This design comes from an exercise in tuning for small area on the open sky130 flow, not from production work. In this exercise RTL edits were held to simulation tests only and were not proved equivalent to the original. No activity file was given, so power comes from the tool's default toggle rates.

== oak ==
==> flow/design.v <==
package cache_mem_bridge_pkg;
   localparam int PA_WIDTH  = 32;
   localparam int WRD_WIDTH = 32;
   localparam int MEM_WIDTH = 512;
   localparam int WPB       = MEM_WIDTH / WRD_WIDTH;
   localparam int BO_WIDTH  = 6;
   localparam int CW        = $clog2(WPB);
   localparam logic [2:0] MB_IDLE    = 3'd0;
   localparam logic [2:0] MB_WB      = 3'd1;
   localparam logic [2:0] MB_RF_ISS  = 3'd2;
   localparam logic [2:0] MB_RF_WAIT = 3'd3;
   localparam logic [2:0] MB_DONE    = 3'd4;
   function automatic logic [PA_WIDTH-1:0] block_base(input logic [PA_WIDTH-1:0] a);
      block_base = {a[PA_WIDTH-1:BO_WIDTH], {BO_WIDTH{1'b0}}};
   endfunction
endpackage
module mem_beat_ctr
(
   input  logic          clk,
   input  logic          clr,
   input  logic          inc,
   output logic [cache_mem_bridge_pkg::CW-1:0] cnt,
   output logic          last
);
   always_ff @(posedge clk)
      if (clr) cnt <= '0;
      else if (inc) cnt <= cnt + 1'b1;
   assign last = &cnt;
endmodule
module cache_mem_bridge
(
   input  logic                 clk,
   input  logic                 rst_n,
   input  logic                 wb_req,
   input  logic [cache_mem_bridge_pkg::PA_WIDTH-1:0]  wb_addr,
   input  logic [cache_mem_bridge_pkg::MEM_WIDTH-1:0] wb_data,
   output logic                 wb_done,
   input  logic                 rf_req,
   input  logic [cache_mem_bridge_pkg::PA_WIDTH-1:0]  rf_addr,
   output logic [cache_mem_bridge_pkg::MEM_WIDTH-1:0] rf_data,
   output logic                 rf_done,
   output logic                 busy,
   output logic                 m_req,
   output logic                 m_we,
   output logic [cache_mem_bridge_pkg::PA_WIDTH-1:0]  m_addr,
   output logic [cache_mem_bridge_pkg::WRD_WIDTH-1:0] m_wdata,
   input  logic                 m_gnt,
   input  logic                 m_rvalid,
   input  logic [cache_mem_bridge_pkg::WRD_WIDTH-1:0] m_rdata
);
   localparam int W  = cache_mem_bridge_pkg::WRD_WIDTH;
   localparam int M  = cache_mem_bridge_pkg::MEM_WIDTH;
   localparam int BO = cache_mem_bridge_pkg::BO_WIDTH;
   localparam int PA = cache_mem_bridge_pkg::PA_WIDTH;
   logic                 rf_act;           
   logic [PA-1:BO]       base;
   logic [M-1:0]         blk;
   logic [cache_mem_bridge_pkg::CW-1:0] iss, rsp;
   logic                 iss_last, rsp_last, iss_inc, rsp_inc, iss_end, rsp_end, sh;
   assign rf_data = blk;
   assign m_wdata = blk[W-1:0];
   assign m_addr  = {base, iss, 2'b00};
   assign iss_inc = m_req && m_gnt;
   assign rsp_inc = m_rvalid && rf_act;
   assign iss_end = iss_inc && iss_last;
   assign rsp_end = rsp_inc && rsp_last;
   assign sh      = (m_we && m_gnt) || rsp_inc;
   mem_beat_ctr u_iss (.clk(clk), .clr(!busy), .inc(iss_inc), .cnt(iss), .last(iss_last));
   mem_beat_ctr u_rsp (.clk(clk), .clr(!busy), .inc(rsp_inc), .cnt(rsp), .last(rsp_last));
   logic ld, shb, hold;
   assign ld   = !busy;
   assign shb  = busy && sh;
   assign hold = busy && !sh;
   logic [M-1:0] blk_n;    
   assign blk = ~blk_n;
   always_ff @(posedge clk)
      blk_n <= ~(({M{ld}} & wb_data) | ({M{shb}} & {m_rdata, blk[M-1:W]}) | ({M{hold}} & blk));
   logic [PA-1:BO] base_n;
   logic           ld_wb, ld_rf;
   assign ld_wb = !busy && wb_req;
   assign ld_rf = !busy && !wb_req;
   assign base  = ~base_n;
   always_ff @(posedge clk)
      base_n <= ~(({(PA-BO){ld_wb}} & wb_addr[PA-1:BO]) | ({(PA-BO){ld_rf}} & rf_addr[PA-1:BO]) | ({(PA-BO){busy}} & base));
   always_ff @(posedge clk)
      if (!rst_n) begin
         busy    <= 1'b0;
         m_req   <= 1'b0;
         m_we    <= 1'b0;
         rf_act  <= 1'b0;
         wb_done <= 1'b0;
         rf_done <= 1'b0;
      end else if (!busy) begin
         busy    <= wb_req || rf_req;
         m_req   <= wb_req || rf_req;
         m_we    <= wb_req;
         rf_act  <= !wb_req && rf_req;
         wb_done <= 1'b0;
         rf_done <= 1'b0;
      end else begin
         if (wb_done || rf_done) busy <= 1'b0;
         if (iss_end) begin
            m_req <= 1'b0;
            m_we  <= 1'b0;
         end
         if (m_we) wb_done <= iss_end;
         else if (rf_act && (m_req ? iss_end && rsp_end : rsp_end)) begin
            rf_done <= 1'b1;
            rf_act  <= 1'b0;
         end
         if (wb_done) wb_done <= 1'b0;
         if (rf_done) rf_done <= 1'b0;
      end
endmodule
==> flow/config.mk <==
export PLATFORM = sky130hd
export DESIGN_NAME = cache_mem_bridge
export DESIGN_NICKNAME = cache_mem_bridge
export VERILOG_FILES = /design/flow/design.v
export SDC_FILE = /design/flow/constraint.sdc
export NUM_CORES = 4
export LEC_CHECK = 0
export CAP_MARGIN = 30
export CORE_AREA = 5 5 355 355
export CTS_BUF_LIST = sky130_fd_sc_hd__clkbuf_4 sky130_fd_sc_hd__clkbuf_8
export CTS_CLUSTER_DIAMETER = 80
export CTS_CLUSTER_SIZE = 16
export DIE_AREA = 0 0 360 360
export PLACE_DENSITY = 0.5
export SLEW_MARGIN = 40
==> flow/constraint.sdc <==
create_clock -name core_clock -period 6.0 [get_ports {clk}]
set_input_delay 1.2000 -clock core_clock [delete_from_list [all_inputs] [get_ports {clk}]]
set_output_delay 1.2000 -clock core_clock [all_outputs]
set_load 0.01 [all_outputs]
standard.sh (not shown) runs the stock make flow with config.mk's settings and CLKGATE_MAP_FILE= SYNTH_SCRIPT=/design/flow/synth_recipe.tcl, a recipe that flattens the netlist after the stock synthesis.
==> flow/flow/run.sh <==
#!/bin/bash
# The standard layout, with the smallest buffer on each port and no CTS
# dummy loads.
set -euo pipefail
bash standard.sh \
  "BUFFER_PORTS_ARGS=-buffer_cell sky130_fd_sc_hd__buf_1" \
  "CTS_ARGS=-sink_clustering_enable -repair_clock_nets -dont_use_dummy_load -sink_clustering_size 16 -sink_clustering_max_diameter 80 -buf_list {sky130_fd_sc_hd__clkbuf_4 sky130_fd_sc_hd__clkbuf_8}" \
  finish > flow_make.log 2>&1
In summary, oak completed successfully, with a layout that passed the timing, design-rule and antenna checks.
diff inputs: oak => pine
- PLACE_DENSITY: 0.5 -> unset
- DIE_AREA: 0 0 360 360 -> 0 0 440 440
- CORE_AREA: 5 5 355 355 -> 5 5 435 435
==> comparison <==
Leakage power of the design: pine vs oak down 0.49%
Compared pine vs oak, and relative contribution of combinational cells to total power is up in pine.
oak → pine: non-clock buffer instance count of the final layout -10, proportion of layout cells with a drive suffix above 1 -0.19 points, clock latency on the worst-skew pair +0.06 ns.
The standard cells in pine occupy more silicon area than those in oak do.
Diff oak -> pine: number of nets in the final layout has remained practically unchanged; time the final worst path needs with I/O delays and setup up 0.18 ns; clock-pin slew on the worst setup and hold paths closely matched the old numbers.
--- input diff pine..birch ---
- a change of DIE_AREA from 0 0 440 440 to 0 0 350 350
- a change of CTS_BUF_LIST from sky130_fd_sc_hd__clkbuf_4 sky130_fd_sc_hd__clkbuf_8 to sky130_fd_sc_hd__clkbuf_8 sky130_fd_sc_hd__clkbuf_16
- a change of CTS_CLUSTER_SIZE from 16 to 28
- an added PLACE_DENSITY of 0.5
- a change of CORE_AREA from 5 5 435 435 to 5 5 345 345
-- flow/flow/run.sh --
<<< pine, line 7
  "CTS_ARGS=-sink_clustering_enable -repair_clock_nets -dont_use_dummy_load -sink_clustering_size 16 -sink_clustering_max_diameter 80 -buf_list {sky130_fd_sc_hd__clkbuf_4 sky130_fd_sc_hd__clkbuf_8}" \
>>> birch, line 7
  "CTS_ARGS=-sink_clustering_enable -repair_clock_nets -dont_use_dummy_load -sink_clustering_size 28 -sink_clustering_max_diameter 80 -buf_list {sky130_fd_sc_hd__clkbuf_8 sky130_fd_sc_hd__clkbuf_16}" \
[summary]
- birch | stages: all done | timing, DRC, antenna: all pass
- Between birch and pine, the difference in synthesized-area fraction occupied by and/or/nand/nor cells is negligible.
- Signed area change from the synthesized netlist to the final layout was higher in the run labelled pine.
- Delta (birch minus pine): non-clock buffer count climbed 0.34%; overall global routing resource usage saw an increase; number of antenna diodes lower.
- pine -> birch: routed wire length decreased by more than 10%
- Going from pine to birch, the part of the power in the clock network was found to have gone up by 4.7 points.
- Clock period minus worst slack delta (birch − pine): unfavourable
diff inputs: birch => maple
- changing DIE_AREA from 0 0 350 350 to 0 0 440 440
- changing CTS_CLUSTER_DIAMETER from 80 to 60
- removing PLACE_DENSITY (formerly 0.5)
- changing CTS_CLUSTER_SIZE from 28 to 30
- changing CORE_AREA from 5 5 345 345 to 5 5 435 435
- changing CTS_BUF_LIST from sky130_fd_sc_hd__clkbuf_8 sky130_fd_sc_hd__clkbuf_16 to sky130_fd_sc_hd__clkbuf_4 sky130_fd_sc_hd__clkbuf_8
==> flow/flow/run.sh <==
#!/bin/bash
# The standard layout, with the smallest buffer on each port and no CTS dummy loads.
set -euo pipefail
bash standard.sh \
  "BUFFER_PORTS_ARGS=-buffer_cell sky130_fd_sc_hd__buf_1" \
  "CTS_ARGS=-sink_clustering_enable -repair_clock_nets -dont_use_dummy_load -sink_clustering_size 30 -sink_clustering_max_diameter 60 -buf_list {sky130_fd_sc_hd__clkbuf_4 sky130_fd_sc_hd__clkbuf_8}" \
  finish > flow_make.log 2>&1
Results
- [maple] clock skew rose 0.036 ns relative to birch
- Cmp birch and maple / total leakage power / lower: maple
- Cell count: maple higher than birch
- Looking at via count, maple sits 506 higher than birch does.
- Taking birch as the reference point, the initial antenna violation count of maple rises by 57.
- Taking birch as the reference point, the overall power of maple falls by 68 uW.
- Net switching fraction of the power sits higher in maple than in birch.
- Combinational share of power was lower in the run labelled birch.
- sky130_fd_sc_hd__buf_4 as the highest-delay cell along the critical path was reported by maple, and sky130_fd_sc_hd__dfxtp_2 by birch.
For cedar, these inputs were changed with respect to maple:
- swapping 5 5 435 435 for 5 5 275 275 in CORE_AREA
- swapping 0 0 440 440 for 0 0 280 280 in DIE_AREA
- swapping 60 for 100 in CTS_CLUSTER_DIAMETER
- swapping 30 for 40 in CTS_CLUSTER_SIZE
-- flow/flow/run.sh --
<<< maple, line 6
  "CTS_ARGS=-sink_clustering_enable -repair_clock_nets -dont_use_dummy_load -sink_clustering_size 30 -sink_clustering_max_diameter 60 -buf_list {sky130_fd_sc_hd__clkbuf_4 sky130_fd_sc_hd__clkbuf_8}" \
>>> cedar, line 6
  "CTS_ARGS=-sink_clustering_enable -repair_clock_nets -dont_use_dummy_load -sink_clustering_size 40 -sink_clustering_max_diameter 100 -buf_list {sky130_fd_sc_hd__clkbuf_4 sky130_fd_sc_hd__clkbuf_8}" \
==> results.txt <==
Comparing maple against cedar, there is no change at all in fraction of synthesized cell area in xor and xnor cells.
Taking maple as the reference, in cedar standard-cell row count went down, starting utilization of the core area climbed 17 points, area after synthesis flat.
maple | status: complete | timing, DRC, antenna: pass
cedar did not make it past I/O pin placement (3_2_place_iop), where a tool error ended it.

re-timing with driven ports:
No port has a modelled driver above. Below, the same layouts with a new extraction and two added sets of constraints.
Step 1, drivers: a clkbuf_16 drives clk and a buf_2 each remaining input, both assumed.
Step 2 also shifts input and output timing later by t, the mid clock arrival at the registers, as if the neighbouring blocks saw the same clock.
a / b / c = no drivers / after step 1 / after step 2; a / b = the first two.
run | t, ns | setup slack, ns | hold slack, ns | latest minus earliest clock arrival (ns) | worst slew at a driven data input, ns
oak | 0.744 | 3.063 / 3.002 / 2.463 | 0.453 / 0.453 / 0.453 | 0.081 / 0.081 | 0.19
pine | 0.811 | 2.887 / 2.800 / 2.421 | 0.431 / 0.431 / 0.431 | 0.119 / 0.119 | 0.28
birch | 0.663 | 2.779 / 2.717 / 2.431 | 0.436 / 0.436 / 0.436 | 0.084 / 0.085 | 0.24
maple | 0.828 | 2.920 / 2.832 / 2.306 | 0.402 / 0.402 / 0.402 | 0.149 / 0.149 | 0.28
After both steps every run listed still meets setup and hold. For maple, which loses most, drivers alone change the setup slack by -0.088 ns; drivers and shift together by -0.614 ns.
